What follows belongs to an exercise in optimizing a design on an open flow for small area; a production flow would make more cautious choices. Function was checked by simulation only, so behaviour that the tests miss may differ from the original. Power is estimated from default activity; no workload was simulated.

[flow/config.mk]
export PLATFORM = sky130hd
export DESIGN_NAME = dcache_top
export DESIGN_NICKNAME = dcache_top
export VERILOG_FILES = /design/flow/design.v
export SDC_FILE = /design/flow/constraint.sdc
export NUM_CORES = 4
export LEC_CHECK = 0
export CAP_MARGIN = 20
export CORE_MARGIN = 2
export CORE_UTILIZATION = 65
export CTS_BUF_LIST = sky130_fd_sc_hd__clkbuf_8
export CTS_CLUSTER_DIAMETER = 60
export CTS_CLUSTER_SIZE = 20
export PLACE_DENSITY = 0.8
export SLEW_MARGIN = 20
[flow/constraint.sdc]
create_clock -name core_clock -period 8.0 [get_ports {clk}]
set_input_delay 1.6000 -clock core_clock [delete_from_list [all_inputs] [get_ports {clk}]]
set_output_delay 1.6000 -clock core_clock [all_outputs]
set_load 0.01 [all_outputs]
[flow/design.v]
`timescale 1ns/1ns
module dcache_top (
    input  logic        clk,
    input  logic        resetn,
    input  logic [1:0]  req_op,
    input  logic [31:0] req_addr,
    input  logic [31:0] req_wdata,
    input  logic [3:0]  req_strb,
    output logic        stall,
    output logic [31:0] rdata,
    output logic [31:0] ar_addr,
    output logic        ar_valid,
    input  logic        ar_ready,
    input  logic [31:0] r_data,
    input  logic        r_valid,
    input  logic        r_last,
    output logic [31:0] aw_addr,
    output logic        aw_valid,
    input  logic        aw_ready,
    output logic [31:0] w_data,
    output logic        w_valid,
    output logic        w_last,
    input  logic        b_valid
);
    localparam logic [2:0] st_idle = 3'd0;   
    localparam logic [2:0] st_aw   = 3'd1;   
    localparam logic [2:0] st_w    = 3'd2;   
    localparam logic [2:0] st_b    = 3'd3;   
    localparam logic [2:0] st_ar   = 3'd4;   
    localparam logic [2:0] st_r    = 3'd5;   
    localparam logic [2:0] st_fill = 3'd6;   
    logic [2:0]    state;
    logic [5:0]    dcnt;
    logic [1:0]    bcnt;
    logic [2047:0] dring;
    logic [415:0]  tring;
    logic [127:0]  fbuf;
    logic [31:0] head;
    logic [23:0] htag;
    logic        hdirty;
    logic        hvalid;
    logic [3:0]  idx;
    logic [5:0]  dcnt_nx;
    logic        nx_line;
    logic        nx_tag_ok;
    logic        nx_check;
    logic        swept;
    logic        hit_q;
    logic        miss_q;
    logic        done;
    logic        wr_now;
    logic        miss_now;
    logic        beat_slot;
    logic        drain;
    logic        fill_now;
    logic [31:0] head_in;
    logic [25:0] thead_in;
    logic [31:0] fb_in;
    logic        fb_en;
    assign head   = dring[31:0];
    assign htag   = tring[23:0];
    assign hdirty = tring[24];
    assign hvalid = tring[25];
    assign idx    = req_addr[7:4];
    assign dcnt_nx   = dcnt + 1'b1;
    assign nx_line   = (dcnt_nx[3:0] == idx);
    assign nx_tag_ok = tring[51] && (tring[49:26] == req_addr[31:8]);
    assign nx_check  = swept && (req_op != 2'd0) && nx_line;
    always_ff @(posedge clk) begin
        hit_q  <= nx_check && nx_tag_ok && (dcnt_nx[5:4] == req_addr[3:2]);
        miss_q <= nx_check && !nx_tag_ok;
    end
    assign done      = (state == st_idle) && hit_q;
    assign wr_now    = done && req_op[1];
    assign miss_now  = (state == st_idle) && miss_q;
    assign beat_slot = (dcnt == {bcnt, idx});
    assign drain     = (state == st_fill) && beat_slot;
    assign fill_now  = drain && (bcnt == 2'd3);
    assign stall = !done;
    assign rdata = head;
    assign ar_addr  = {req_addr[31:4], 4'd0};
    assign ar_valid = (state == st_ar);
    assign aw_addr  = {fbuf[127:104], idx, 4'd0};
    assign aw_valid = (state == st_aw);
    assign w_data   = head;
    assign w_valid  = (state == st_w) && beat_slot;
    assign w_last   = (bcnt == 2'd3);
    always_comb begin
        for (int b = 0; b < 4; b++) begin
            if (drain) begin
                head_in[8 * b +: 8] = fbuf[8 * b +: 8];
            end else if (wr_now && req_strb[b]) begin
                head_in[8 * b +: 8] = req_wdata[8 * b +: 8];
            end else begin
                head_in[8 * b +: 8] = head[8 * b +: 8];
            end
        end
    end
    assign thead_in = {swept && (hvalid || fill_now),
                       fill_now ? 1'b0 : (hdirty || wr_now),
                       fill_now ? req_addr[31:8] : htag};
    always_ff @(posedge clk) begin
        dring <= {head_in, dring[2047:32]};
        tring <= {thead_in, tring[415:26]};
    end
    assign fb_en = (state == st_idle) || r_valid || drain;
    assign fb_in = {(state == st_idle) ? htag : r_data[31:8], r_data[7:0]};
    always_ff @(posedge clk) begin
        if (fb_en) begin
            fbuf <= {fb_in, fbuf[127:32]};
        end
    end
    always_ff @(posedge clk) begin
        if (!resetn) begin
            state <= st_idle;
            swept <= 1'b0;
            dcnt  <= '0;
            bcnt  <= '0;
        end else begin
            dcnt <= dcnt_nx;
            if (&dcnt[3:0]) begin
                swept <= 1'b1;
            end
            if (w_valid || drain) begin
                bcnt <= bcnt + 1'b1;
            end
            case (state)
                st_idle: if (miss_now) state <= (hvalid && hdirty) ? st_aw : st_ar;
                st_aw:   if (aw_ready) state <= st_w;
                st_w:    if (beat_slot && bcnt == 2'd3) state <= st_b;
                st_b:    if (b_valid) state <= st_ar;
                st_ar:   if (ar_ready) state <= st_r;
                st_r:    if (r_valid && r_last) state <= st_fill;
                st_fill: if (fill_now) state <= st_idle;
                default: state <= st_idle;
            endcase
        end
    end
endmodule
[flow/flow/run.sh]
#!/bin/bash
# Standard ORFS layout (the standard.sh, unchanged synthesis), with two
# changes: the clock tree is built with the buffer and clustering below, without CTS dummy loads, and
# port buffers use buf_1. Each tool's output is logged under orfs/logs; the
# make output goes to flow_make.log in this folder.
set -euo pipefail
export CTS_ARGS="-sink_clustering_enable -repair_clock_nets -buf_list sky130_fd_sc_hd__clkbuf_8 -sink_clustering_size 20 -sink_clustering_max_diameter 60 -dont_use_dummy_load"
export BUFFER_PORTS_ARGS="-buffer_cell sky130_fd_sc_hd__buf_1"
bash standard.sh finish > flow_make.log 2>&1
[flow/standard.sh]
#!/bin/bash
# synth_recipe.tcl (not shown) runs the flow's synth.tcl, then flattens the netlist and writes it again
# the make line also repeats each setting of config.mk as NAME=value (left out here)
make -C /OpenROAD-flow-scripts/flow DESIGN_CONFIG=/design/flow/config.mk WORK_HOME=/design/flow/orfs CLKGATE_MAP_FILE= SYNTH_SCRIPT=/design/flow/synth_recipe.tcl "${@:-finish}"
==> results.ini, run 1 <==
[timing]
clock_skew_ps = 92.9
timing.final.crit_share_pct = 63.6
report.final.hold_viol_count = 0
period_needed_ps = 5080
fin_hold_ws_ps = 256
worstMarginPinSlew_ps = 1010
setup_viol = 0
fmaxAchievable_ghz = 0.197
rsz0062_at_grt = no
slew_violations = 0
finalSetupTns_ps = 0
slew_headroom_pct = 32.0

[floorplan]
die_w_um = 299
ioPinCount = 242
die_h_um = 299
fp.dieArea_um2 = 89400
initial_utilization_pct = 65.4
row_count = 108
core_area_um2 = 86500

[critical_path]
start_kind = primary input
crit_path_max_incr_delay_ps = 700
worstRegToRegCells = 5
cp_common_cell = buf_1
cp_cell_sequence = buf_1 -> xnor2_1 -> and4b_1 -> and3_1 -> nor2b_1 -> buf_1
cp.required_ps = 6400
crit_path_max_fanout = 4
critical_path_arrival_ps = 3480
critPathCaptureType = output pin
worstSetupPathType = in -> out
cp_slowest_cell = nor2b_1

[clock_tree]
cts.sinks = 2606
hold_buffers = 0
postCtsResizedCells = 0
clockBufferDepth = 3
cts_setup_buffers = 0
root_buffer = clkbuf_8
tritoncts = built
cts.clk_slew.worst_paths_ps = 100
clk_latency_ps = 820
htree_levels = 4
numCtsBuffers = 150

[placed_design]
place_congestion = 0.760
port_buffers = 231
place_area_um2 = 57900
dp_cells = 4264
dp_hpwl_um = 42200

[cells_and_area]
layout_commonest_cell = dfxtp_1
final_cell_mix = dfxtp_1, buf_1, clkbuf_8, edfxtp_1
drive_above_1_share_pct = 6.41
final_area_um2 = 60000
synthToLayoutAreaGrowth_pct = 5.96
finalNetCount = 3372
final_util_pct = 69.3
final_cells = 4420

[synth]
syn_inst = 3014
synth_area_per_cell_um2 = 18.8
synth_edf_count = 128
ys_seq_elements = 2606
ys_seq_area_share_pct = 94.5
synth_area_um2 = 56600
yosysTopAreaCellShare_pct = 87.7
synthTopCellsByArea = dfxtp_1, edfxtp_1, buf_4
ys_warn_count = 1
yosys.area.top_type = dfxtp_1
async_flop_share_pct = 0
yosysUniqueCellTypes = 40
ys.flop_type = dfxtp_1

[routing]
drc = 0
drt-initial-drc-count = 902
routedWlPerCell_um = 15.5
dr.pass1.iters = 4
vias = 19343
finalWirelength_um = 68400
antenna_left = 0
via_per_inst = 4.38

[hold_path]
holdCritPathClass = reg -> reg
hold_depth = 0

[global_routing]
grt_first_pass_wirelength_um = 105000
grt.total_usage_pct = 15.5
grt-ovfl-total = 0
grt_antenna_before_repair = 9
grt_start_max_net_pins = 69
grt_pass1_vias = 19348

[power_and_ir_drop]
peakVddDrop_mv = 0.178
p_leak_nw = 23.9
power_density_nw_per_um2 = 318

[flow_run]
cap_viol_max_count = 0

[status]
outcome = timing/DRC/antenna clean

==> per-layer routing <==
metal	up-vias	routed length (µm)	track usage, %
met2	349	27800	22.1
met4	4	1580	5.21
li1	9721	-	-
met1	9135	35300	23.5
met3	134	3660	3.85
met5	-	28	0
==> per-stage QoR <==
| step | worst slack, ps | total power, mW |
|---|---|---|
| after global routing | 2830 | 19.8 |
| after global placement | 2950 | 14.3 |
| after detailed placement | 2950 | 14.3 |
| final | 2920 | 19.1 |
| after floorplan | 2170 | 14.2 |
| after CTS | 2950 | 19.3 |
==> critical path: cells and delay by family <==
| kind | cells | cell delay, ps |
|---|---|---|
| XOR/XNOR | 1 | 230 |
| buffers and inverters | 2 | 320 |
| AND/OR/NAND/NOR | 3 | 1320 |
==> cell families (layout without fill, tap and decap cells) <==
family,Yosys count,count (layout),synth area share [%]
multiplexers,85,85,1.73
buffers and inverters,150,388,1.93
flip-flops,2606,2606,94.5
adder cells (fa/ha/maj),2,2,0.0442
AND/OR/NAND/NOR,83,83,0.754
XOR/XNOR,40,40,0.619
other,1,14,0.00663
AO/OA/AOI/OAI,47,47,0.467
==> sequential cells by signal, indices dropped and copies added, names as in the netlist <==
name / count
swept: 1
tring: 416
dring: 2048
dcnt: 6
bcnt: 2
miss_q: 1
state: 3
fbuf: 128
hit_q: 1
==> power by group <==
part	switching, mW	leakage (nW)	internal (mW)
sequential	0.134	21.4	13.5
combinational	0.231	1.44	0.111
clock	3.39	1.08	1.70
==> final timing paths <==
check,startpoint,endpoint,slack (ps)
max reg2reg,state[2],fbuf[30],4250
min reg2reg,dring[1752],dring[1720],260
min,dring[1752],dring[1720],260
max,req_addr[7],w_valid,2920
==> Yosys cell counts, types with 3 or more instances <==
cell      instances
buf_4           129
edfxtp_1        128
mux2_2           30
nor2_1           37
dfxtp_1        2478
nand3_1           4
buf_2             6
and3_1            3
nor2b_1           8
nand2_2           4
mux2_4           18
nand2_1           6
nand4_1           5
clkbuf_1          6
a21oi_1          36
nor4_1            4
inv_1             4
xor2_1           18
mux2i_1          37
and2_1            4
nor3_1            4
xnor2_1          22
==> layout make-up <==
type / count / area (µm²)
flip-flops and latches: 2606 / 53500
fillers: 5434 / 26500
multi-input cells: 265 / 2080
clock buffers: 150 / 2060
well taps: 1155 / 1450
repair buffers: 234 / 890
inverters: 4 / 15.0
diodes: 6 / 15.0
==> run 2: changes to the inputs <==
==> flow/flow/run.sh (replaced) <==
#!/bin/bash
# Standard ORFS layout (the standard.sh, unchanged synthesis), with two
# changes: the clock tree is built from clkbuf_8 without CTS dummy loads, and
# port buffers use buf_1. Each tool's output is logged under orfs/logs; the
# make output goes to flow_make.log in this folder.
set -euo pipefail
export CTS_ARGS="-sink_clustering_enable -repair_clock_nets -buf_list sky130_fd_sc_hd__clkbuf_8 -sink_clustering_size 22 -sink_clustering_max_diameter 60 -dont_use_dummy_load"
export BUFFER_PORTS_ARGS="-buffer_cell sky130_fd_sc_hd__buf_1"
bash standard.sh finish > flow_make.log 2>&1
--- a/flow/config.mk
+++ b/flow/config.mk
@@ -8,8 +8,8 @@
 export CAP_MARGIN = 20
 export CORE_MARGIN = 2
-export CORE_UTILIZATION = 65
+export CORE_UTILIZATION = 40
 export CTS_BUF_LIST = sky130_fd_sc_hd__clkbuf_8
 export CTS_CLUSTER_DIAMETER = 60
-export CTS_CLUSTER_SIZE = 20
-export PLACE_DENSITY = 0.8
+export CTS_CLUSTER_SIZE = 22
+export PLACE_DENSITY = 0.6
 export SLEW_MARGIN = 20
==> run 2 against run 1 <==
  * Cell count grew 17%
  * Area after synthesis is the same
  * Core utilization down 26 points
  * Sequential power is essentially flat
  * Largest power group unchanged
  * Critical endpoint unchanged
  * Via count is 0.48% higher
  * Largest cell class unchanged
  * Still clean on timing, DRC and antenna
  * Worst setup slack got worse by 530 ps
==> results.ini, run 2 <==
[critical_path]
cp_slowest_cell = nor2b_1
cp_top_family = simple AND/OR/NAND/NOR gates
crit_path_max_incr_delay_ps = 860  ; +160 ps
critPathCaptureType = output pin
worstSetupPathType = in -> out
cp.required_ps = 6400  ; about the same
critical_path_arrival_ps = 4020  ; +540 ps
cp_num_buf_inv = 2  ; unchanged
crit_path_max_fanout = 4  ; unchanged
start_kind = primary input
cp_cell_sequence = buf_1 -> xnor2_1 -> and4b_1 -> and3_1 -> nor2b_1 -> buf_1
cp_common_cell = buf_1

[cells_and_area]
synthToLayoutAreaGrowth_pct = 7.67
final_area_um2 = 60900  ; +1.6%
drive_above_1_share_pct = 6.53  ; +0.11 points
final_cells = 5158  ; +17%
top_regs = dring x2048, tring x416, fbuf x128
final_cell_mix = dfxtp_1, buf_1, clkbuf_8, edfxtp_1
largest_register_ffs = 2048  ; unchanged
finalNetCount = 3376  ; +0.12%
layout_commonest_cell = dfxtp_1
final_util_pct = 43.2  ; -26 points
largest-register = dring

[timing]
clock_skew_ps = 83.2  ; -9.64 ps
worstMarginPinSlew_ps = 1060  ; +42.7 ps
rsz0062_at_grt = no
setup_viol = 0  ; unchanged
period_needed_ps = 5620  ; +532 ps
slew_violations = 0  ; unchanged
fin_hold_ws_ps = 260  ; +3.52 ps
finalSetupTns_ps = 0  ; unchanged
slew_headroom_pct = 29.5  ; -2.5 points
fmaxAchievable_ghz = 0.178  ; -9.5%
report.final.hold_viol_count = 0  ; unchanged
fin_ws_ps = 2380  ; -532 ps
timing.final.crit_share_pct = 70.2  ; +6.6 points

[synth]
ys_warn_count = 1  ; unchanged
ys_seq_area_share_pct = 94.5  ; unchanged
yosys.area.top_type = dfxtp_1
ys_seq_elements = 2606  ; unchanged
synthTopCellsByArea = dfxtp_1, edfxtp_1, buf_4
yosysTopAreaCellShare_pct = 87.7  ; unchanged
syn_inst = 3014  ; unchanged
async_flop_share_pct = 0  ; unchanged
ys.flop_type = dfxtp_1
synth.top_cells.by_count = dfxtp_1, buf_4, edfxtp_1
yosysMostFrequentCell = dfxtp_1
synth_area_per_cell_um2 = 18.8  ; unchanged
synth_edf_count = 128  ; unchanged
yosysUniqueCellTypes = 40  ; unchanged
synth_area_um2 = 56600  ; unchanged

[clock_tree]
clockBufferDepth = 3  ; unchanged
hold_buffers = 0  ; unchanged
postCtsResizedCells = 0  ; unchanged
tritoncts = built
root_buffer = clkbuf_8
cts.sinks = 2606  ; unchanged
cts_setup_buffers = 0  ; unchanged
cts.clk_slew.worst_paths_ps = 110  ; about the same
htree_levels = 4  ; unchanged
clk_latency_ps = 890  ; +70 ps
numCtsBuffers = 153  ; +2.0%

[floorplan]
ioPinCount = 242  ; unchanged
core_area_um2 = 141000  ; +63%
fp.dieArea_um2 = 144000  ; +62%
die_h_um = 380  ; +27%
initial_utilization_pct = 40.1  ; -25 points
die_w_um = 380  ; +27%
row_count = 138  ; +28%

[global_routing]
grt_start_max_net_pins = 66  ; -4.3%
grt_pass1_vias = 18895  ; -2.3%
grt.total_usage_pct = 9.67  ; -5.8 points
grt-ovfl-total = 0  ; unchanged
grt_first_pass_wirelength_um = 106000  ; +1.2%
grt_antenna_before_repair = 18  ; +9

[power_and_ir_drop]
peakVddDrop_mv = 0.164  ; -7.5%
power_density_nw_per_um2 = 314  ; -1.2%
p_total_mw = 19.1  ; +0.42%
p_leak_nw = 24.0  ; +0.11%

[placed_design]
dp_slack_ps = 2550  ; -399 ps
dp_hpwl_um = 41100  ; -2.6%
place_area_um2 = 58800  ; +1.6%
dp_cells = 5000  ; +17%
place_congestion = 0.738  ; -2.9%
port_buffers = 231  ; unchanged

[routing]
finalWirelength_um = 68600  ; +0.27%
antenna_left = 0  ; unchanged
vias = 19435  ; +0.48%
via_per_inst = 3.77  ; -14%
drt-initial-drc-count = 857  ; -5.0%
drc = 0  ; unchanged
dr.pass1.iters = 4  ; unchanged
routedWlPerCell_um = 13.3  ; -14%

[flow_run]
cap_viol_max_count = 0  ; unchanged

[status]
outcome = timing/DRC/antenna clean

[hold_path]
holdCritPathClass = reg -> reg

-- run 2: cell types whose count changed in the layout (fill, tap and decap cells not counted), sizes merged --
cell,previous run,this run
buf,234,235
diode,6,5
clkbuf,150,153
-- run 2: kinds of logic (layout without fill, tap and decap cells) --
logic type	count (synthesis)	in the layout	synth area share, %
simple gates	83	83	0.754
fa+ha+maj	2	2	0.0442
compound gates	47	47	0.467
xor+xnor	40	40	0.619
other cells	1	13	0.00663
mux	85	85	1.73
buf+inv	150	392	1.93
flops	2606	2606	94.5
-- run 2: worst register-to-register path, stage by stage, from the launching register on --
cell and delay, ps:
dfxtp_1 520, nor3_4 270, buf_4 470, and3_1 750
nand2_2 600, mux2i_1 850, a21oi_1 150
-- run 2: final cells by class --
type                       count  area [µm²]
antenna                        5        12.5
clock buffer                 153        2110
fill                       12319       80100
inverter                       4        15.0
multi-input combinational    265        2080
sequential                  2606       53500
tap                         1890        2360
timing repair buffer         235         897
-- run 2: metal layers --
layer	global-route usage [%]	vias up	share of wire [%]
met3	3.26	160	6.2
met4	3.95	16	3.0
met2	13.0	358	38
li1	-	9735	-
met5	0	-	0.14
met1	14.1	9166	53
-- run 2: final timing paths --
check	start	to	slack, ps	cells past startpoint
worst min register to register	dring[834]	dring[802]	260	0
worst max-delay path	req_addr[4]	w_valid	2380	6
worst min-delay path	dring[834]	dring[802]	260	0
worst max register to register	state[2]	dring[2036]	4190	6
-- run 2: power breakdown --
part / switching (mW) / internal [mW] / leakage [nW]
sequential: 0.139 / 13.5 / 21.4
clock: 3.44 / 1.73 / 1.10
combinational: 0.230 / 0.111 / 1.44
==> run 3: changes to the inputs <==
==> flow/flow/run.sh (replaced) <==
#!/bin/bash
# Standard ORFS layout (the standard.sh, unchanged synthesis), with two
# changes: the clock tree is built from clkbuf_8 without CTS dummy loads, and
# port buffers use buf_1. Each tool's output is logged under orfs/logs; the
# make output goes to flow_make.log in this folder.
set -euo pipefail
export CTS_ARGS="-sink_clustering_enable -repair_clock_nets -buf_list sky130_fd_sc_hd__clkbuf_8 -sink_clustering_size 22 -sink_clustering_max_diameter 55 -dont_use_dummy_load"
export BUFFER_PORTS_ARGS="-buffer_cell sky130_fd_sc_hd__buf_1"
bash standard.sh finish > flow_make.log 2>&1
--- a/flow/config.mk
+++ b/flow/config.mk
@@ -8,8 +8,8 @@
 export CAP_MARGIN = 20
 export CORE_MARGIN = 2
-export CORE_UTILIZATION = 40
+export CORE_UTILIZATION = 70
 export CTS_BUF_LIST = sky130_fd_sc_hd__clkbuf_8
-export CTS_CLUSTER_DIAMETER = 60
+export CTS_CLUSTER_DIAMETER = 55
 export CTS_CLUSTER_SIZE = 22
-export PLACE_DENSITY = 0.6
+export PLACE_DENSITY = 0.85
 export SLEW_MARGIN = 20
==> run 3 against run 2 <==
  * Still clean
  * Final area down 2.0%
  * Die area down 42%
  * Maximum frequency up 16%
  * Area after synthesis unchanged
  * Non-clock buffer count unchanged
  * Critical path depth unchanged
  * Register-to-register slack better by 810 ps
  * Largest cell class unchanged
  * Largest power group unchanged
==> results.ini, run 3 <==
[power_and_ir_drop]
p_leak_nw = 23.9  ; -0.36%
sw_frac_of_total_pct = 19.8  ; -0.098 points
power_density_nw_per_um2 = 317  ; +1.1%
power_frac_comb_pct = 1.8  ; about the same
clockPowerShare_pct = 26.2  ; -0.8 points
peakVddDrop_mv = 0.190  ; +16%
net-switching-power_mw = 3.75  ; -1.4%
p_total_mw = 19.0  ; -0.92%
internal_power_mw = 15.2  ; -0.80%
seqPwrFrac_pct = 72.0  ; +0.8 points

[floorplan]
die_w_um = 288  ; -24%
initial_utilization_pct = 70.5  ; +30 points
die_h_um = 288  ; -24%
fp.dieArea_um2 = 83100  ; -42%
row_count = 104  ; -25%
core_area_um2 = 80300  ; -43%
ioPinCount = 242  ; unchanged

[critical_path]
rrSetupSlack_ps = 5000  ; +810 ps
r2r-end = dring[2023]
critical_path_arrival_ps = 3250  ; -770 ps
start_kind = primary input
critPathLaunch = req_addr[4]
worstRegToRegCells = 6  ; unchanged
worstSetupPathType = in -> out
cp.required_ps = 6400  ; about the same
crit_path_max_fanout = 4  ; unchanged
regToRegStartpoint = state[2]
critPathCaptureType = output pin

[routing]
finalWirelength_um = 73300  ; +6.9%
vias = 19395  ; -0.21%
wl_met2_um = 33700  ; +29%
drt-initial-drc-count = 871  ; +1.6%
dr.pass1.iters = 5  ; +1
drt-met1-wl_um = 35300  ; -2.3%
dr_wl_met3_um = 2700  ; -37%
routedWlPerCell_um = 17.0  ; +28%
via_per_inst = 4.50  ; +19%
antenna_left = 0  ; unchanged
drc = 0  ; unchanged
top_layer = met5

[cells_and_area]
fill_cells = 4140  ; -66%
top_regs = dring x2048, tring x416, fbuf x128
largest_register_ffs = 2048  ; unchanged
drive_above_1_share_pct = 6.18  ; -0.35 points
layout_commonest_cell = dfxtp_1
final_cell_mix = dfxtp_1, buf_1, clkbuf_8, edfxtp_1
finalNetCount = 3364  ; -0.36%
synthToLayoutAreaGrowth_pct = 5.52
largest-register = dring

[clock_tree]
root_buffer = clkbuf_8
numCtsBuffers = 141  ; -7.8%
postCtsResizedCells = 0  ; unchanged
tritoncts = built
hold_buffers = 0  ; unchanged
clockBufferDepth = 3  ; unchanged
clk_latency_ps = 810  ; -80 ps
cts_setup_buffers = 0  ; unchanged
cts.clk_slew.worst_paths_ps = 120  ; about the same
htree_levels = 4  ; unchanged
cts.sinks = 2606  ; unchanged

[timing]
slew_violations = 0  ; unchanged
timing.final.crit_share_pct = 60.6  ; -9.6 points
rsz0062_at_grt = no
report.final.hold_viol_count = 0  ; unchanged
fin_hold_ws_ps = 265  ; +5.14 ps
period_needed_ps = 4850  ; -770 ps
clock_skew_ps = 78.6  ; -4.60 ps
worstMarginPinSlew_ps = 887  ; -168 ps
fmaxAchievable_ghz = 0.206  ; +16%
finalSetupTns_ps = 0  ; unchanged
slew_headroom_pct = 40.8  ; +11 points
setup_viol = 0  ; unchanged

[synth]
synth_edf_count = 128  ; unchanged
ys_seq_area_share_pct = 94.5  ; unchanged
syn_inst = 3014  ; unchanged
ys_warn_count = 1  ; unchanged
synth_area_per_cell_um2 = 18.8  ; unchanged
synth_area_um2 = 56600  ; unchanged
yosysMostFrequentCell = dfxtp_1
ys.flop_type = dfxtp_1
synthTopCellsByArea = dfxtp_1, edfxtp_1, buf_4
synth.top_cells.by_count = dfxtp_1, buf_4, edfxtp_1
yosysUniqueCellTypes = 40  ; unchanged
yosys.area.top_type = dfxtp_1
async_flop_share_pct = 0  ; unchanged
ys_seq_elements = 2606  ; unchanged
yosysTopAreaCellShare_pct = 87.7  ; unchanged

[flow_run]
cap_viol_max_count = 0  ; unchanged

[hold_path]
holdCritPathClass = reg -> reg
hold_depth = 0  ; unchanged
min_from = tring[50]
min_to = tring[24]

[placed_design]
place_congestion = 0.886  ; +20%
port_buffers = 231  ; unchanged
dp_hpwl_um = 45200  ; +9.9%

[global_routing]
grt_start_max_net_pins = 66  ; unchanged
grt_antenna_before_repair = 4  ; -14
grt_first_pass_wirelength_um = 113000  ; +6.7%
grt.total_usage_pct = 18.0  ; +8.3 points
grt_pass1_vias = 20309  ; +7.5%
grt-ovfl-total = 0  ; unchanged

[status]
outcome = timing/DRC/antenna clean

==> run 3: cell counts after synthesis <==
Identical to the previous run, type by type.
==> run 3: metrics by stage <==
step / cells / util (%) / cell area (µm²) / setup slack (ps)
global route: 4312 / 74.4 / 59700 / 3090
finish: 4312 / 74.4 / 59700 / 3150
global placement: 4170 / 72.0 / 57800 / 3170
detailed placement: 4170 / 72.0 / 57800 / 3190
CTS: 4311 / 74.4 / 59700 / 3170
floorplan: 3021 / - / 56600 / 2170
==> run 3: kinds of logic after synthesis <==
logic type | Yosys count | share of synthesized area (%)
multiplexers | 85 | 1.73
XOR/XNOR | 40 | 0.619
flip-flops | 2606 | 94.5
buffers and inverters | 150 | 1.93
AO/OA/AOI/OAI | 47 | 0.467
other | 1 | 0.00663
adder cells (fa/ha/maj) | 2 | 0.0442
AND/OR/NAND/NOR | 83 | 0.754
==> run 3: critical path, cell delays in order <==
cell and delay (ps):
buf_1 480, xnor2_1 220, and4b_1 280, and3_1 310, nor2b_1 180, buf_1 160
==> run 3: worst max-delay path by stage <==
stage                   end  slack [ps]  cells past startpoint
floorplan           fbuf[0]        2170                      6
detailed placement  w_valid        3190                      6
finish              w_valid        3150                      6
CTS                 w_valid        3170                      6
global placement    w_valid        3170                      6
global route        w_valid        3090                      6
==> run 3: final cells by class <==
type	instances	area, µm²	area share [%]
inverter	4	15.0	0.0251
antenna	1	2.50	0.00419
multi-input combinational	265	2080	3.49
sequential	2606	53500	89.5
clock buffer	141	1940	3.25
timing repair buffer	235	897	1.50
tap	1060	1330	2.22
==> run 3: per-layer routing <==
layer	track usage [%]	vias to the layer above
li1	-	9699
met1	25.8	9165
met2	28.1	399
met3	3.44	130
met4	6.04	2
met5	0	-
==> run 3: power groups by stage <==
stage	Sequential, mW	Clock (mW)	Combinational [mW]
2_1_floorplan	13.9	0	0.297
3_3_place_gp	13.9	0	0.329
3_5_place_dp	13.9	0	0.343
4_1_cts	13.6	5.11	0.346
5_1_grt	13.7	5.52	0.367
6_report	13.6	4.97	0.343
==> run 4: changes to the inputs <==
==> flow/flow/run.sh (replaced) <==
#!/bin/bash
# Standard ORFS layout (the standard.sh, unchanged synthesis), with two
# changes: the clock tree is built from clkbuf_8 without CTS dummy loads, and
# port buffers use buf_1. Each tool's output is logged under orfs/logs; the
# make output goes to flow_make.log in this folder.
set -euo pipefail
export CTS_ARGS="-sink_clustering_enable -repair_clock_nets -buf_list sky130_fd_sc_hd__clkbuf_4 -sink_clustering_size 10 -sink_clustering_max_diameter 40 -dont_use_dummy_load"
export BUFFER_PORTS_ARGS="-buffer_cell sky130_fd_sc_hd__buf_1"
bash standard.sh finish > flow_make.log 2>&1
==> flow/config.mk (replaced) <==
export PLATFORM = sky130hd
export DESIGN_NAME = dcache_top
export DESIGN_NICKNAME = dcache_top
export VERILOG_FILES = /design/flow/design.v
export SDC_FILE = /design/flow/constraint.sdc
export NUM_CORES = 4
export LEC_CHECK = 0
export CAP_MARGIN = 20
export CORE_MARGIN = 2
export CORE_UTILIZATION = 65
export CTS_BUF_LIST = sky130_fd_sc_hd__clkbuf_4
export CTS_CLUSTER_DIAMETER = 40
export CTS_CLUSTER_SIZE = 10
export PLACE_DENSITY = 0.8
export SLEW_MARGIN = 20
==> run 4 against run 3 <==
  * Still clean on timing, DRC and antenna
  * Cell count rose by 6.4%
  * Clock-buffer cell count rose by 173
  * Synthesized cell count stayed put
  * Clock skew grew 48 ps
  * Core utilization shrank 4.7 points
  * Worst setup slack lost 280 ps
  * Clock power rose by 7.2%
  * Non-clock buffer count shrank 1
  * Largest cell class unchanged
==> results.ini, run 4 <==
[cells_and_area]
final_cell_mix = dfxtp_1, clkbuf_4, buf_1, edfxtp_1
layout_commonest_cell = dfxtp_1
final_area_um2 = 60300  ; +0.92%
fill_cells = 5476  ; +32%
final_util_pct = 69.7  ; -4.7 points
final_cells = 4588  ; +6.4%
largest-register = dring
top_regs = dring x2048, tring x416, fbuf x128
drive_above_1_share_pct = 10.9  ; +4.7 points
largest_register_ffs = 2048  ; unchanged
synthToLayoutAreaGrowth_pct = 6.50
finalNetCount = 3536  ; +5.1%

[global_routing]
grt.total_usage_pct = 16.0  ; -2.0 points
grt-ovfl-total = 0  ; unchanged
grt_start_max_net_pins = 69  ; +4.5%
grt_first_pass_wirelength_um = 109000  ; -3.8%
grt_antenna_before_repair = 10  ; +6
grt_pass1_vias = 20908  ; +2.9%

[timing]
report.final.hold_viol_count = 0  ; unchanged
fmaxAchievable_ghz = 0.195  ; -5.5%
rsz0062_at_grt = no
period_needed_ps = 5130  ; +283 ps
slew_headroom_pct = 26.8  ; -14 points
worstMarginPinSlew_ps = 1090  ; +202 ps
setup_viol = 0  ; unchanged
slew_violations = 0  ; unchanged
finalSetupTns_ps = 0  ; unchanged
clock_skew_ps = 127  ; +47.9 ps
timing.final.crit_share_pct = 64.1  ; +3.5 points

[status]
outcome = timing/DRC/antenna clean

[synth]
async_flop_share_pct = 0  ; unchanged
ys_seq_area_share_pct = 94.5  ; unchanged
synth_fa_ha_area_share_pct = 0.0442  ; unchanged
ys_seq_elements = 2606  ; unchanged
ys_warn_count = 1  ; unchanged
ys.flop_type = dfxtp_1
synth_compound_area_share_pct = 0.467  ; unchanged
synth.top_cells.by_count = dfxtp_1, buf_4, edfxtp_1
synth_area_um2 = 56600  ; unchanged
synth_mux_area_share_pct = 1.73  ; unchanged
yosysMostFrequentCell = dfxtp_1
synth_top_family_by_area = buffers and inverters
syn_inst = 3014  ; unchanged
synth-simple-area-share_pct = 0.754  ; unchanged
synth_edf_count = 128  ; unchanged
yosys.area.top_type = dfxtp_1
synth_area_per_cell_um2 = 18.8  ; unchanged
yosysUniqueCellTypes = 40  ; unchanged
synthTopCellsByArea = dfxtp_1, edfxtp_1, buf_4
synth-xor-area-share_pct = 0.619  ; unchanged
yosysTopAreaCellShare_pct = 87.7  ; unchanged

[routing]
vias = 20299  ; +4.7%
via_per_inst = 4.42  ; -1.6%
finalWirelength_um = 69400  ; -5.3%
drt-met1-wl_um = 35500  ; +0.44%
drc = 0  ; unchanged
dr.pass1.iters = 7  ; +2
wl_met2_um = 29100  ; -14%
drt-initial-drc-count = 890  ; +2.2%
dr_wl_met3_um = 3100  ; +15%
antenna_left = 0  ; unchanged
routedWlPerCell_um = 15.1  ; -11%
top_layer = met5

[clock_tree]
clk_latency_ps = 1100  ; +290 ps
cts.clk_slew.worst_paths_ps = 90  ; -30 ps
numCtsBuffers = 314  ; +120%
postCtsResizedCells = 0  ; unchanged
tritoncts = built
cts.sinks = 2606  ; unchanged
cts_setup_buffers = 0  ; unchanged
htree_levels = 5  ; +1
clockBufferDepth = 4  ; +1
hold_buffers = 0  ; unchanged
root_buffer = clkbuf_4

[hold_path]
hold_depth = 0  ; unchanged
holdCritPathClass = reg -> reg
min_from = dring[1181]
min_to = dring[1149]

[critical_path]
regToRegStartpoint = state[2]
cp.required_ps = 6400  ; about the same
worstRegToRegCells = 5  ; -1
r2r-end = fbuf[67]
start_kind = primary input
critPathCaptureType = output pin
crit_path_max_fanout = 4  ; unchanged
rrSetupSlack_ps = 4290  ; -710 ps
critical_path_arrival_ps = 3530  ; +280 ps
worstSetupPathType = in -> out

[floorplan]
ioPinCount = 242  ; unchanged
core_area_um2 = 86500  ; +7.7%
row_count = 108  ; +3.8%
die_h_um = 299  ; +3.7%
initial_utilization_pct = 65.4  ; -5.0 points
die_w_um = 299  ; +3.7%
fp.dieArea_um2 = 89400  ; +7.6%

[placed_design]
port_buffers = 231  ; unchanged
dp_cells = 4264  ; +2.3%
place_congestion = 0.760  ; -14%
dp_hpwl_um = 42200  ; -6.6%
place_area_um2 = 57900  ; +0.19%

[power_and_ir_drop]
peakVddDrop_mv = 0.186  ; -2.3%
power_density_nw_per_um2 = 320  ; +0.82%
p_leak_nw = 24.3  ; +1.8%

[flow_run]
cap_viol_max_count = 0  ; unchanged

## run 4: cell counts after synthesis
No cell type changed its count.
## run 4: stage by stage
stage	hold WS (ps)	worst slack, ps	total power, mW
finish	249	2870	19.3
floorplan	310	2170	14.2
detailed placement	312	2950	14.3
global placement	310	2950	14.3
global route	249	2840	20.1
CTS	238	2950	19.6
## run 4: power breakdown
part | internal (mW) | switching, mW
Sequential | 13.5 | 0.135
Combinational | 0.111 | 0.230
Clock | 1.82 | 3.51
## run 4: worst max-delay path, cell delays in order
cell	delay [ps]
buf_1	110
xnor2_1	230
and4b_1	300
and3_1	320
nor2b_1	740
buf_1	210
## run 4: cell families (layout without fill, tap and decap cells)
logic type | after synthesis | after routing
DFF | 2606 | 2606
buffers and inverters | 150 | 552
adders and majority gates | 2 | 2
other | 1 | 18
and+or+nand+nor | 83 | 83
AOI/OAI and AO/OA | 47 | 47
muxes | 85 | 85
xor gates and xnor gates | 40 | 40
## run 4: layout make-up
class | instances | area [µm²] | area share, %
diodes | 10 | 25.0 | 0.0415
clock buffers | 314 | 2360 | 3.91
inverters | 4 | 15.0 | 0.0249
multi-input cells | 265 | 2080 | 3.45
flip-flops and latches | 2606 | 53500 | 88.7
well taps | 1155 | 1450 | 2.40
repair buffers | 234 | 890 | 1.48
## run 4: per-layer routing
layer	vias to the layer above	track usage [%]
met1	9491	23.6
met4	4	7.52
li1	10178	-
met3	174	4.23
met2	452	22.4
met5	-	0
## run 4: worst max-delay path by stage
stage / startpoint / end / depth (start not counted)
floorplan: req_addr[6] / fbuf[0] / 6
global placement: req_addr[4] / w_valid / 6
detailed placement: req_addr[4] / w_valid / 6
CTS: req_addr[4] / w_valid / 6
global route: req_addr[7] / w_valid / 6
finish: req_addr[7] / w_valid / 6
==> run 5: changes to the inputs <==
--- a/flow/design.v
+++ b/flow/design.v
@@ -48,4 +48,5 @@
     logic        hit_q;
     logic        miss_q;
+    logic        line_q;
     logic        done;
     logic        wr_now;
@@ -70,9 +71,10 @@
         hit_q  <= nx_check && nx_tag_ok && (dcnt_nx[5:4] == req_addr[3:2]);
         miss_q <= nx_check && !nx_tag_ok;
+        line_q <= nx_line;
     end
     assign done      = (state == st_idle) && hit_q;
     assign wr_now    = done && req_op[1];
     assign miss_now  = (state == st_idle) && miss_q;
-    assign beat_slot = (dcnt == {bcnt, idx});
+    assign beat_slot = line_q && (dcnt[5:4] == bcnt);   
     assign drain     = (state == st_fill) && beat_slot;
     assign fill_now  = drain && (bcnt == 2'd3);
@@ -86,14 +88,12 @@
     assign w_valid  = (state == st_w) && beat_slot;
     assign w_last   = (bcnt == 2'd3);
+    logic [31:0] wmask;
+    logic [31:0] dmask;
     always_comb begin
         for (int b = 0; b < 4; b++) begin
-            if (drain) begin
-                head_in[8 * b +: 8] = fbuf[8 * b +: 8];
-            end else if (wr_now && req_strb[b]) begin
-                head_in[8 * b +: 8] = req_wdata[8 * b +: 8];
-            end else begin
-                head_in[8 * b +: 8] = head[8 * b +: 8];
-            end
+            wmask[8 * b +: 8] = {8{wr_now && req_strb[b]}};
         end
+        dmask   = {32{drain}};
+        head_in = (head & ~(wmask | dmask)) | (req_wdata & wmask) | (fbuf[31:0] & dmask);
     end
     assign thead_in = {swept && (hvalid || fill_now),
==> flow/flow/run.sh (replaced) <==
#!/bin/bash
# Standard ORFS layout (the standard.sh, unchanged synthesis), with two
# changes: the clock tree is built from clkbuf_8 without CTS dummy loads, and
# port buffers use buf_1. Each tool's output is logged under orfs/logs; the
# make output goes to flow_make.log in this folder.
set -euo pipefail
export CTS_ARGS="-sink_clustering_enable -repair_clock_nets -buf_list {sky130_fd_sc_hd__clkbuf_2 sky130_fd_sc_hd__clkbuf_4 sky130_fd_sc_hd__clkbuf_8} -sink_clustering_buffer sky130_fd_sc_hd__clkbuf_8 -sink_clustering_size 20 -sink_clustering_max_diameter 60 -dont_use_dummy_load"
export BUFFER_PORTS_ARGS="-buffer_cell sky130_fd_sc_hd__buf_1"
bash standard.sh finish > flow_make.log 2>&1
--- a/flow/config.mk
+++ b/flow/config.mk
@@ -9,7 +9,7 @@
 export CORE_MARGIN = 2
 export CORE_UTILIZATION = 65
-export CTS_BUF_LIST = sky130_fd_sc_hd__clkbuf_4
-export CTS_CLUSTER_DIAMETER = 40
-export CTS_CLUSTER_SIZE = 10
+export CTS_BUF_LIST = sky130_fd_sc_hd__clkbuf_8
+export CTS_CLUSTER_DIAMETER = 60
+export CTS_CLUSTER_SIZE = 20
 export PLACE_DENSITY = 0.8
 export SLEW_MARGIN = 20
==> run 5 against run 4 <==
  * Largest power group unchanged
  * Still clean
  * Largest cell class unchanged
  * Critical path depth fell by 2
  * Register-to-register slack got worse by 130 ps
  * Final area fell by 0.72%
  * Combinational power rose by 42%
  * Highest routed layer unchanged
==> results.ini, run 5 <==
[synth]
yosysMostFrequentCell = dfxtp_1
async_flop_share_pct = 0  ; unchanged
synth_edf_count = 128  ; unchanged
yosysTopAreaCellShare_pct = 87.9  ; +0.26 points
yosysUniqueCellTypes = 46  ; +15%
synth_area_per_cell_um2 = 18.9  ; +0.88%
ys.flop_type = dfxtp_1
ys_seq_area_share_pct = 94.7  ; +0.28 points
synth_area_um2 = 56400  ; -0.26%
ys_warn_count = 1  ; unchanged
ys_seq_elements = 2607  ; +0.038%
synthTopCellsByArea = dfxtp_1, edfxtp_1, buf_4
synth.top_cells.by_count = dfxtp_1, buf_4, edfxtp_1
yosys.area.top_type = dfxtp_1
syn_inst = 2980  ; -1.1%

[floorplan]
initial_utilization_pct = 65.4  ; -0.067 points
fp.dieArea_um2 = 89200  ; -0.25%
row_count = 108  ; unchanged
die_h_um = 299  ; -0.13%
core_area_um2 = 86300  ; -0.16%
ioPinCount = 242  ; unchanged
die_w_um = 299  ; -0.13%

[clock_tree]
clk_latency_ps = 840  ; -260 ps
cts.clk_slew.worst_paths_ps = 110  ; +20 ps
cts_setup_buffers = 0  ; unchanged
postCtsResizedCells = 0  ; unchanged
numCtsBuffers = 150  ; -52%
tritoncts = built
htree_levels = 4  ; -1
root_buffer = clkbuf_8
cts.sinks = 2607  ; +0.038%
hold_buffers = 0  ; unchanged
clockBufferDepth = 3  ; -1

[cells_and_area]
finalNetCount = 3341  ; -5.5%
fill_cells = 5146  ; -6.0%
largest_register_ffs = 2048  ; unchanged
synthToLayoutAreaGrowth_pct = 6.00
final_cells = 4385  ; -4.4%
multi_input_area_um2 = 1940  ; -7.0%
seq_area_um2 = 53500  ; about the same
largest-register = dring
top_regs = dring x2048, tring x416, fbuf x128
final_cell_mix = dfxtp_1, buf_1, clkbuf_8, edfxtp_1
layout_commonest_cell = dfxtp_1
drive_above_1_share_pct = 6.01  ; -4.9 points

[timing]
worstMarginPinSlew_ps = 962  ; -128 ps
slew_headroom_pct = 35.9  ; +9.1 points
rsz0062_at_grt = no
fin_ws_ps = 4100  ; +1220 ps
fmaxAchievable_ghz = 0.256  ; +31%
slew_violations = 0  ; unchanged
report.final.hold_viol_count = 0  ; unchanged
period_needed_ps = 3900  ; -1220 ps
setup_viol = 0  ; unchanged
timing.final.crit_share_pct = 48.8  ; -15 points
finalSetupTns_ps = 0  ; unchanged
clock_skew_ps = 110  ; -16.5 ps

[global_routing]
grt-ovfl-total = 0  ; unchanged
grt_first_pass_wirelength_um = 113000  ; +3.5%
grt.total_usage_pct = 16.6  ; +0.55 points
grt_antenna_before_repair = 12  ; +2
grt_start_max_net_pins = 66  ; -4.3%
grt_pass1_vias = 20320  ; -2.8%

[status]
outcome = timing/DRC/antenna clean

[placed_design]
place_congestion = 0.811  ; +6.8%
dp_cells = 4233  ; -0.73%
port_buffers = 231  ; unchanged
dp_hpwl_um = 44100  ; +4.5%
dp_slack_ps = 4060  ; +1100 ps

[flow_run]
cap_viol_max_count = 0  ; unchanged

[power_and_ir_drop]
p_leak_nw = 23.8  ; -2.1%
power_density_nw_per_um2 = 322  ; +0.75%
peakVddDrop_mv = 0.237  ; +28%
p_total_mw = 19.3  ; about the same

[routing]
vias = 19479  ; -4.0%
routedWlPerCell_um = 16.4  ; +8.7%
antenna_left = 0  ; unchanged
drt-initial-drc-count = 905  ; +1.7%
via_per_inst = 4.44  ; +0.40%
drc = 0  ; unchanged
finalWirelength_um = 72100  ; +3.9%
dr.pass1.iters = 4  ; -3

[critical_path]
start_kind = register
rrSetupSlack_ps = 4160  ; -130 ps
cp.required_ps = 6400  ; about the same
crit_path_max_fanout = 4  ; unchanged
critical_path_arrival_ps = 2300  ; -1230 ps
worstSetupPathType = reg -> out
critPathCaptureType = output pin

[hold_path]
holdCritPathClass = reg -> reg

[run 5: final cells by class]
cell class,instances,area share [%]
Sequential cell,2607,89.4
Clock buffer,150,3.45
Timing Repair Buffer,235,1.50
Multi-Input combinational cell,233,3.24
Antenna cell,2,0.00836
Tap cell,1155,2.42
Inverter,3,0.0188
[run 5: stage by stage]
stage / util [%] / cell area [µm²] / hold slack, ps
after floorplan: - / 56500 / 310
after global placement: 66.9 / 57800 / 310
after global routing: 69.3 / 59800 / 273
after CTS: 69.3 / 59800 / 272
after detailed placement: 66.9 / 57800 / 312
final: 69.3 / 59800 / 270
[run 5: worst max-delay path, cell delays in order (launching register included)]
cell,delay [ps]
dfxtp_1,600
xnor2_1,210
nand4_2,200
nor3_1,290
buf_1,200
[run 5: final timing paths]
kind,start,end,cells past startpoint
setup reg to reg,dcnt[4],fbuf[86],6
hold reg to reg,dring[206],dring[174],0
setup / recovery,dcnt[4],w_valid,4
hold / removal,dring[206],dring[174],0
[run 5: per-layer routing]
layer	vias to the layer above	share of wire [%]	GRT usage (%)
li1	9666	-	-
met1	9247	48	23.3
met2	414	44	25.5
met3	144	5.4	4.29
met4	8	2.4	5.54
met5	-	0.067	0
[run 5: where the power goes]
part | internal (mW) | switching, mW | leakage [nW]
Clock | 1.70 | 3.40 | 1.08
Sequential | 13.6 | 0.151 | 21.3
Combinational | 0.156 | 0.327 | 1.37
Total | 15.4 | 3.87 | 23.8
[run 5: cell families (layout without fill, tap and decap cells)]
kind of cell	Yosys count	count (layout)	synth area share [%]
and+or+nand+nor	54	54	0.594
AOI/OAI and AO/OA	84	84	1.17
muxes	48	48	0.958
DFF	2607	2607	94.7
buffers and inverters	147	388	1.90
xor gates and xnor gates	37	37	0.599
adders and majority gates	2	2	0.0443
other	1	10	0.00664
==> run 6: changes to the inputs <==
==> flow/flow/run.sh (replaced) <==
#!/bin/bash
# Standard ORFS layout (the standard.sh, unchanged synthesis), with two
# changes: the clock tree is built from clkbuf_8 without CTS dummy loads, and
# port buffers use buf_1. Each tool's output is logged under orfs/logs; the
# make output goes to flow_make.log in this folder.
set -euo pipefail
export CTS_ARGS="-sink_clustering_enable -repair_clock_nets -buf_list sky130_fd_sc_hd__clkbuf_8 -sink_clustering_size 21 -sink_clustering_max_diameter 60 -dont_use_dummy_load"
export BUFFER_PORTS_ARGS="-buffer_cell sky130_fd_sc_hd__buf_1"
bash standard.sh finish > flow_make.log 2>&1
--- a/flow/config.mk
+++ b/flow/config.mk
@@ -11,5 +11,5 @@
 export CTS_BUF_LIST = sky130_fd_sc_hd__clkbuf_8
 export CTS_CLUSTER_DIAMETER = 60
-export CTS_CLUSTER_SIZE = 20
+export CTS_CLUSTER_SIZE = 21
 export PLACE_DENSITY = 0.8
 export SLEW_MARGIN = 20
==> run 6 against run 5 <==
  * Die area unchanged
  * Power decreased by 0.40%
  * Global-route usage shrank 0.067 points
  * Register-to-register slack is essentially flat
  * Non-clock buffer count unchanged
==> results.ini, run 6 <==
[status]
outcome = timing/DRC/antenna clean

[synth]
synth_area_um2 = 56400  ; unchanged
synth-xor-area-share_pct = 0.599  ; unchanged
synth_top_family_by_area = buffers and inverters
synth_compound_area_share_pct = 1.17  ; unchanged
ys.flop_type = dfxtp_1
ys_warn_count = 1  ; unchanged
async_flop_share_pct = 0  ; unchanged
syn_inst = 2980  ; unchanged
synth.top_cells.by_count = dfxtp_1, buf_4, edfxtp_1
yosysTopAreaCellShare_pct = 87.9  ; unchanged
ys_seq_area_share_pct = 94.7  ; unchanged
synth_area_per_cell_um2 = 18.9  ; unchanged
synth-simple-area-share_pct = 0.594  ; unchanged
yosysUniqueCellTypes = 46  ; unchanged
yosys.area.top_type = dfxtp_1
synthTopCellsByArea = dfxtp_1, edfxtp_1, buf_4
synth_mux_area_share_pct = 0.958  ; unchanged
ys_seq_elements = 2607  ; unchanged
synth_edf_count = 128  ; unchanged
yosysMostFrequentCell = dfxtp_1
synth_fa_ha_area_share_pct = 0.0443  ; unchanged

[critical_path]
crit_path_max_fanout = 4  ; unchanged
critical_path_arrival_ps = 2350  ; +50 ps
start_kind = register
cp_num_buf_inv = 1  ; unchanged
cp.required_ps = 6400  ; about the same
worstSetupPathType = reg -> out
cp_cell_sequence = xnor2_1 -> nand4_2 -> nor3_1 -> buf_1
cp_slowest_cell = dfxtp_1
cp_top_family = flip-flops
critPathCaptureType = output pin
crit_path_max_incr_delay_ps = 610  ; about the same

[cells_and_area]
largest_register_ffs = 2048  ; unchanged
top_regs = dring x2048, tring x416, fbuf x128
synthToLayoutAreaGrowth_pct = 5.86
largest-register = dring
seq_area_um2 = 53500  ; unchanged
finalNetCount = 3335  ; -0.18%
fill_cells = 5150  ; +0.078%
drive_above_1_share_pct = 5.83  ; -0.18 points
final_util_pct = 69.2  ; -0.093 points
layout_commonest_cell = dfxtp_1
final_cell_mix = dfxtp_1, buf_1, clkbuf_8, edfxtp_1
multi_input_area_um2 = 1940  ; unchanged

[floorplan]
ioPinCount = 242  ; unchanged
fp.dieArea_um2 = 89200  ; unchanged
initial_utilization_pct = 65.4  ; unchanged
row_count = 108  ; unchanged
die_h_um = 299  ; unchanged
die_w_um = 299  ; unchanged
core_area_um2 = 86300  ; unchanged

[global_routing]
grt.total_usage_pct = 16.5  ; -0.067 points
grt_antenna_before_repair = 11  ; -1
grt_pass1_vias = 20340  ; +0.098%
grt_first_pass_wirelength_um = 112000  ; -0.49%
grt-ovfl-total = 0  ; unchanged
grt_start_max_net_pins = 66  ; unchanged

[power_and_ir_drop]
power_density_nw_per_um2 = 322  ; -0.27%
p_leak_nw = 23.7  ; -0.18%
peakVddDrop_mv = 0.246  ; +3.9%

[timing]
fmaxAchievable_ghz = 0.253  ; -1.2%
period_needed_ps = 3950  ; +46.1 ps
finalSetupTns_ps = 0  ; unchanged
rsz0062_at_grt = no
report.final.hold_viol_count = 0  ; unchanged
slew_violations = 0  ; unchanged
clock_skew_ps = 94.4  ; -15.6 ps
slew_headroom_pct = 33.9  ; -2.0 points
worstMarginPinSlew_ps = 987  ; +25.9 ps
timing.final.crit_share_pct = 49.4  ; +0.58 points
setup_viol = 0  ; unchanged

[routing]
finalWirelength_um = 72100  ; about the same
routedWlPerCell_um = 16.5  ; +0.11%
via_per_inst = 4.44  ; about the same
drt-initial-drc-count = 1036  ; +14%
drc = 0  ; unchanged
vias = 19464  ; -0.077%
antenna_left = 0  ; unchanged
dr.pass1.iters = 4  ; unchanged

[clock_tree]
cts.clk_slew.worst_paths_ps = 120  ; about the same
root_buffer = clkbuf_8
cts.sinks = 2607  ; unchanged
clockBufferDepth = 3  ; unchanged
hold_buffers = 0  ; unchanged
clk_latency_ps = 810  ; -30 ps
postCtsResizedCells = 0  ; unchanged
numCtsBuffers = 144  ; -4.0%
htree_levels = 4  ; unchanged
cts_setup_buffers = 0  ; unchanged
tritoncts = built

[hold_path]
holdCritPathClass = reg -> reg

[placed_design]
place_congestion = 0.811  ; unchanged
port_buffers = 231  ; unchanged
dp_hpwl_um = 44100  ; unchanged

[flow_run]
cap_viol_max_count = 0  ; unchanged

## run 6: cell types whose count changed in the layout (fill, tap and decap cells not counted)
cell / before / now
diode_2: 2 / 3
clkbuf_8: 150 / 144
## run 6: logic make-up after synthesis
group	after synthesis
buf+inv	147
compound gates	84
other cells	1
mux	48
simple gates	54
flops	2607
fa+ha+maj	2
xor+xnor	37
## run 6: layout make-up
cell class	count	share of cell area, %
sequential	2607	89.5
clock buffer	144	3.32
multi-input combinational	233	3.24
tap	1155	2.42
timing repair buffer	235	1.50
inverter	3	0.0188
antenna	3	0.0126
## run 6: worst paths after layout
check	endpoint	depth (start not counted)	from	slack [ps]
worst min register to register	tring[106]	0	tring[132]	270
worst max register to register	fbuf[86]	6	dcnt[4]	4150
worst min-delay path	tring[106]	0	tring[132]	270
worst max-delay path	w_valid	4	dcnt[4]	4050
## run 6: metrics by stage
| step | power [mW] | hold slack (ps) | std cells | worst slack, ps | area [µm²] |
|---|---|---|---|---|---|
| after floorplan | 14.3 | 310 | 2987 | 3140 | 56500 |
| after global placement | 14.5 | 310 | 4233 | 4120 | 57800 |
| after detailed placement | 14.5 | 312 | 4233 | 4060 | 57800 |
| after CTS | 19.4 | 278 | 4377 | 3940 | 59700 |
| after global routing | 19.9 | 274 | 4378 | 3800 | 59700 |
| final | 19.2 | 272 | 4380 | 4050 | 59800 |
## run 6: report_power, final
group | switching, mW | total, mW | internal (mW)
combinational | 0.329 | 0.485 | 0.156
clock | 3.38 | 5.01 | 1.64
sequential | 0.153 | 13.7 | 13.6
## run 6: routing by layer
metal / global-route usage [%] / share of wire, %
met1: 23.2 / 48
met2: 25.2 / 44
met3: 3.82 / 4.5
met4: 6.45 / 2.8
met5: 0 / 0.067
==> run 7: changes to the inputs <==
==> flow/flow/run.sh (replaced) <==
#!/bin/bash
# Standard ORFS layout (the standard.sh, unchanged synthesis), with two
# changes: the clock tree is built from clkbuf_8 without CTS dummy loads, and
# port buffers use buf_1. Each tool's output is logged under orfs/logs; the
# make output goes to flow_make.log in this folder.
set -euo pipefail
export CTS_ARGS="-sink_clustering_enable -repair_clock_nets -buf_list sky130_fd_sc_hd__clkbuf_8 -sink_clustering_size 20 -sink_clustering_max_diameter 60 -dont_use_dummy_load"
export BUFFER_PORTS_ARGS="-buffer_cell sky130_fd_sc_hd__buf_1"
bash standard.sh finish > flow_make.log 2>&1
--- a/flow/config.mk
+++ b/flow/config.mk
@@ -11,5 +11,5 @@
 export CTS_BUF_LIST = sky130_fd_sc_hd__clkbuf_8
 export CTS_CLUSTER_DIAMETER = 60
-export CTS_CLUSTER_SIZE = 21
+export CTS_CLUSTER_SIZE = 20
 export PLACE_DENSITY = 0.8
 export SLEW_MARGIN = 20
==> run 7 against run 6 <==
  * Final area grew 0.13%
  * Maximum frequency grew 1.2%
  * Cell count grew 0.11%
  * Highest routed layer unchanged
==> results.ini, run 7 <==
[status]
outcome = timing/DRC/antenna clean

[cells_and_area]
finalNetCount = 3341  ; +0.18%
largest-register = dring
largest_register_ffs = 2048  ; unchanged
synthToLayoutAreaGrowth_pct = 6.00
final_area_um2 = 59800  ; +0.13%
fill_cells = 5146  ; -0.078%
drive_above_1_share_pct = 6.01  ; +0.18 points
seq_area_um2 = 53500  ; unchanged
multi_input_area_um2 = 1940  ; unchanged
top_regs = dring x2048, tring x416, fbuf x128
final_cell_mix = dfxtp_1, buf_1, clkbuf_8, edfxtp_1
layout_commonest_cell = dfxtp_1

[routing]
antenna_left = 0  ; unchanged
dr_wl_met3_um = 3880  ; +19%
top_layer = met5
drc = 0  ; unchanged
drt-met1-wl_um = 34600  ; -1.1%
drt-initial-drc-count = 905  ; -13%
routedWlPerCell_um = 16.4  ; -0.11%
finalWirelength_um = 72100  ; about the same
vias = 19479  ; +0.077%
via_per_inst = 4.44  ; about the same
dr.pass1.iters = 4  ; unchanged
wl_met2_um = 31900  ; +0.21%

[synth]
syn_inst = 2980  ; unchanged
async_flop_share_pct = 0  ; unchanged
synthTopCellsByArea = dfxtp_1, edfxtp_1, buf_4
yosys.area.top_type = dfxtp_1
synth_area_um2 = 56400  ; unchanged
yosysTopAreaCellShare_pct = 87.9  ; unchanged
yosysUniqueCellTypes = 46  ; unchanged
yosysMostFrequentCell = dfxtp_1
ys_warn_count = 1  ; unchanged
synth_area_per_cell_um2 = 18.9  ; unchanged
synth_edf_count = 128  ; unchanged
ys_seq_elements = 2607  ; unchanged
ys.flop_type = dfxtp_1
ys_seq_area_share_pct = 94.7  ; unchanged
synth.top_cells.by_count = dfxtp_1, buf_4, edfxtp_1

[timing]
report.final.hold_viol_count = 0  ; unchanged
finalSetupTns_ps = 0  ; unchanged
rsz0062_at_grt = no
setup_viol = 0  ; unchanged
fmaxAchievable_ghz = 0.256  ; +1.2%
slew_headroom_pct = 35.9  ; +2.0 points
worstMarginPinSlew_ps = 962  ; -25.9 ps
timing.final.crit_share_pct = 48.8  ; -0.58 points
clock_skew_ps = 110  ; +15.6 ps
slew_violations = 0  ; unchanged
period_needed_ps = 3900  ; -46.1 ps

[global_routing]
grt_start_max_net_pins = 66  ; unchanged
grt_antenna_before_repair = 12  ; +1
grt.total_usage_pct = 16.6  ; +0.067 points
grt_pass1_vias = 20320  ; -0.098%
grt-ovfl-total = 0  ; unchanged
grt_first_pass_wirelength_um = 113000  ; +0.49%

[placed_design]
place_congestion = 0.811  ; unchanged
dp_hpwl_um = 44100  ; unchanged
port_buffers = 231  ; unchanged
place_area_um2 = 57800  ; unchanged

[floorplan]
die_h_um = 299  ; unchanged
fp.dieArea_um2 = 89200  ; unchanged
initial_utilization_pct = 65.4  ; unchanged
core_area_um2 = 86300  ; unchanged
ioPinCount = 242  ; unchanged
row_count = 108  ; unchanged
die_w_um = 299  ; unchanged

[critical_path]
critPathCaptureType = output pin
cp.required_ps = 6400  ; about the same
cp_slowest_cell = dfxtp_1
cp_num_buf_inv = 1  ; unchanged
crit_path_max_incr_delay_ps = 600  ; about the same
rrSetupSlack_ps = 4160  ; about the same
start_kind = register
critical_path_arrival_ps = 2300  ; -50 ps
crit_path_max_fanout = 4  ; unchanged
cp_top_family = flip-flops
cp_cell_sequence = xnor2_1 -> nand4_2 -> nor3_1 -> buf_1
worstSetupPathType = reg -> out

[clock_tree]
htree_levels = 4  ; unchanged
tritoncts = built
cts.clk_slew.worst_paths_ps = 110  ; about the same
clk_latency_ps = 840  ; +30 ps
postCtsResizedCells = 0  ; unchanged
cts.sinks = 2607  ; unchanged
root_buffer = clkbuf_8
numCtsBuffers = 150  ; +4.2%
cts_setup_buffers = 0  ; unchanged
hold_buffers = 0  ; unchanged
clockBufferDepth = 3  ; unchanged

[hold_path]
holdCritPathClass = reg -> reg

[power_and_ir_drop]
p_leak_nw = 23.8  ; +0.18%
power_density_nw_per_um2 = 322  ; +0.27%
peakVddDrop_mv = 0.237  ; -3.8%

[flow_run]
cap_viol_max_count = 0  ; unchanged

run 7: routing by layer:
layer	vias to the layer above	GRT usage, %
li1	9666	-
met1	9247	23.3
met2	414	25.5
met3	144	4.29
met4	8	5.54
met5	-	0
run 7: cell families (layout without fill, tap and decap cells):
logic type / count (synthesis) / count (layout) / share of synthesized area [%]
AOI/OAI and AO/OA: 84 / 84 / 1.17
muxes: 48 / 48 / 0.958
adders and majority gates: 2 / 2 / 0.0443
DFF: 2607 / 2607 / 94.7
and+or+nand+nor: 54 / 54 / 0.594
other: 1 / 10 / 0.00664
xor gates and xnor gates: 37 / 37 / 0.599
buffers and inverters: 147 / 388 / 1.90
run 7: per-stage QoR:
stage | worst slack, ps | power, mW | util [%] | hold WS, ps | instances
finish | 4100 | 19.3 | 69.3 | 270 | 4385
global route | 3790 | 20.0 | 69.3 | 273 | 4384
CTS | 3960 | 19.5 | 69.3 | 272 | 4383
detailed placement | 4060 | 14.5 | 66.9 | 312 | 4233
global placement | 4120 | 14.5 | 66.9 | 310 | 4233
floorplan | 3140 | 14.3 | - | 310 | 2987
run 7: cell type report:
type                    instances  area share (%)
repair buffers                235            1.50
clock buffers                 150            3.45
diodes                          2         0.00836
well taps                    1155            2.42
inverters                       3          0.0188
flip-flops and latches       2607            89.4
multi-input cells             233            3.24
run 7: worst paths after layout:
kind,endpoint,start,cells past startpoint
setup reg to reg,fbuf[86],dcnt[4],6
hold / removal,dring[174],dring[206],0
setup / recovery,w_valid,dcnt[4],4
hold reg to reg,dring[174],dring[206],0
run 7: worst reg2reg max path, stage by stage, from the launching register on:
cell,delay (ps)
dfxtp_1,600
xnor2_1,210
nand4_2,200
nor2_4,140
buf_4,490
or3_4,810
buf_4,800
run 7: power breakdown:
part / total (mW) / switching [mW] / internal, mW
clock: 5.10 / 3.40 / 1.70
combinational: 0.483 / 0.327 / 0.156
sequential: 13.7 / 0.151 / 13.6
==> run 8: changes to the inputs <==
--- a/flow/config.mk
+++ b/flow/config.mk
@@ -8,8 +8,8 @@
 export CAP_MARGIN = 20
 export CORE_MARGIN = 2
-export CORE_UTILIZATION = 65
+export CORE_UTILIZATION = 55
 export CTS_BUF_LIST = sky130_fd_sc_hd__clkbuf_8
 export CTS_CLUSTER_DIAMETER = 60
 export CTS_CLUSTER_SIZE = 20
-export PLACE_DENSITY = 0.8
+export PLACE_DENSITY = 0.7
 export SLEW_MARGIN = 20
==> run 8 against run 7 <==
  * Hold slack worse by 26 ps
  * Register-to-register slack about the same
  * Final area up 0.63%
  * Sequential cell count unchanged
  * Combinational power about the same
  * Power up 0.51%
  * Core utilization down 10 points
  * Critical path depth unchanged
  * Highest routed layer unchanged
==> results.ini, run 8 <==
[cells_and_area]
largest_register_ffs = 2048  ; unchanged
final_util_pct = 59.2  ; -10 points
finalNetCount = 3347  ; +0.18%
largest-register = dring
layout_commonest_cell = dfxtp_1
drive_above_1_share_pct = 6.22  ; +0.21 points
final_cells = 4610  ; +5.1%
fill_cells = 7427  ; +44%
top_regs = dring x2048, tring x416, fbuf x128
seq_area_um2 = 53500  ; unchanged
synthToLayoutAreaGrowth_pct = 6.67
multi_input_area_um2 = 1940  ; +0.32%
final_cell_mix = dfxtp_1, buf_1, clkbuf_8, edfxtp_1

[critical_path]
critPathLaunch = dcnt[4]
cp.required_ps = 6400  ; about the same
worstSetupPathType = reg -> out
critPathCaptureType = output pin
crit_path_max_fanout = 4  ; unchanged
regToRegStartpoint = dcnt[4]
start_kind = register
critical_path_arrival_ps = 2330  ; +30 ps

[timing]
timing.final.crit_share_pct = 49.1  ; +0.34 points
slew_violations = 0  ; unchanged
fin_hold_ws_ps = 244  ; -25.9 ps
finalSetupTns_ps = 0  ; unchanged
setup_viol = 0  ; unchanged
worstMarginPinSlew_ps = 954  ; -7.59 ps
rsz0062_at_grt = no
fmaxAchievable_ghz = 0.254  ; -0.70%
slew_headroom_pct = 36.2  ; +0.28 points
clock_skew_ps = 90.7  ; -19.4 ps
period_needed_ps = 3930  ; +27.5 ps
report.final.hold_viol_count = 0  ; unchanged

[floorplan]
core_area_um2 = 102000  ; +18%
die_w_um = 324  ; +8.6%
initial_utilization_pct = 55.5  ; -9.9 points
row_count = 117  ; +8.3%
fp.dieArea_um2 = 105000  ; +18%
ioPinCount = 242  ; unchanged
die_h_um = 324  ; +8.6%

[synth]
ys.flop_type = dfxtp_1
synth_fa_ha_area_share_pct = 0.0443  ; unchanged
syn_inst = 2980  ; unchanged
synthTopCellsByArea = dfxtp_1, edfxtp_1, buf_4
synth_mux_area_share_pct = 0.958  ; unchanged
ys_warn_count = 1  ; unchanged
synth_area_um2 = 56400  ; unchanged
async_flop_share_pct = 0  ; unchanged
synth_compound_area_share_pct = 1.17  ; unchanged
ys_seq_area_share_pct = 94.7  ; unchanged
synth_edf_count = 128  ; unchanged
synth-xor-area-share_pct = 0.599  ; unchanged
synth_top_family_by_area = buffers and inverters
synth-simple-area-share_pct = 0.594  ; unchanged
ys_seq_elements = 2607  ; unchanged
synth_area_per_cell_um2 = 18.9  ; unchanged
yosysUniqueCellTypes = 46  ; unchanged
yosysMostFrequentCell = dfxtp_1
yosysTopAreaCellShare_pct = 87.9  ; unchanged
yosys.area.top_type = dfxtp_1
synth.top_cells.by_count = dfxtp_1, buf_4, edfxtp_1

[global_routing]
grt.total_usage_pct = 13.2  ; -3.4 points
grt_antenna_before_repair = 16  ; +4
grt-ovfl-total = 0  ; unchanged
grt_pass1_vias = 19382  ; -4.6%
grt_first_pass_wirelength_um = 106000  ; -6.0%
grt_start_max_net_pins = 67  ; +1.5%

[clock_tree]
htree_levels = 4  ; unchanged
clk_latency_ps = 820  ; -20 ps
cts.sinks = 2607  ; unchanged
cts.clk_slew.worst_paths_ps = 110  ; about the same
cts_setup_buffers = 0  ; unchanged
tritoncts = built
numCtsBuffers = 157  ; +4.7%
root_buffer = clkbuf_8
postCtsResizedCells = 0  ; unchanged
hold_buffers = 0  ; unchanged
clockBufferDepth = 3  ; unchanged

[routing]
vias = 19295  ; -0.94%
routedWlPerCell_um = 14.8  ; -10%
via_per_inst = 4.19  ; -5.8%
dr.pass1.iters = 4  ; unchanged
antenna_left = 0  ; unchanged
drt-initial-drc-count = 1014  ; +12%
drc = 0  ; unchanged
finalWirelength_um = 68300  ; -5.3%

[power_and_ir_drop]
p_leak_nw = 23.8  ; +0.19%
peakVddDrop_mv = 0.184  ; -23%
power_density_nw_per_um2 = 322  ; -0.12%
p_total_mw = 19.4  ; +0.51%

[flow_run]
cap_viol_max_count = 0  ; unchanged

[hold_path]
min_from = tring[218]
holdCritPathClass = reg -> reg

[placed_design]
dp_hpwl_um = 41400  ; -6.2%
place_congestion = 0.750  ; -7.6%
dp_cells = 4445  ; +5.0%
port_buffers = 231  ; unchanged

[status]
outcome = timing/DRC/antenna clean

run 8: changes by cell type in the layout (fill, tap and decap cells not counted):
| cell | before | now |
|---|---|---|
| nor4_2 | 0 | 1 |
| buf_4 | 4 | 3 |
| diode_2 | 2 | 8 |
| nor4_1 | 4 | 3 |
| clkbuf_8 | 150 | 157 |
run 8: cell families after synthesis:
| logic type | count (synthesis) |
|---|---|
| adder cells (fa/ha/maj) | 2 |
| other | 1 |
| flip-flops | 2607 |
| buffers and inverters | 147 |
| AO/OA/AOI/OAI | 84 |
| XOR/XNOR | 37 |
| multiplexers | 48 |
| AND/OR/NAND/NOR | 54 |
run 8: per-layer routing:
metal | GRT usage [%] | routed length [µm] | part of all wire, %
met4 | 5.42 | 1920 | 2.8
met3 | 3.27 | 3880 | 5.7
met5 | 0 | 41 | 0.060
met2 | 17.8 | 26500 | 39
met1 | 20.2 | 36000 | 53
run 8: stage by stage:
step,area (µm²),setup WS [ps]
6_report,60200,4070
5_1_grt,60200,3830
4_1_cts,60200,3940
3_5_place_dp,58000,3970
3_3_place_gp,58000,3980
2_1_floorplan,56500,3140
run 8: final timing paths:
check | end | slack [ps] | depth (start not counted)
max | w_valid | 4070 | 4
min | tring[192] | 240 | 0
max reg2reg | fbuf[13] | 4160 | 6
min reg2reg | tring[192] | 240 | 0
run 8: layout make-up:
cell class	instances	share of cell area (%)
Sequential cell	2607	88.8
Clock buffer	157	3.59
Tap cell	1368	2.84
Antenna cell	8	0.0333
Inverter	3	0.0187
Timing Repair Buffer	234	1.48
Multi-Input combinational cell	233	3.23
run 8: power breakdown:
part | internal (mW) | switching [mW]
Sequential | 13.6 | 0.151
Combinational | 0.156 | 0.326
Clock | 1.77 | 3.42
run 8: worst max-delay path, stage by stage (launching register included):
cell and delay (ps):
dfxtp_1 610, xnor2_1 210, nand4_2 190, nor3_1 320, buf_1 200

Setup slack of run 8, layout unchanged: 4.068 ns with ideal ports, 4.010 ns with driving cells assumed (clock clkbuf_16, inputs buf_2), 3.988 ns with port delays also shifted by the 0.839 ns mid clock arrival.
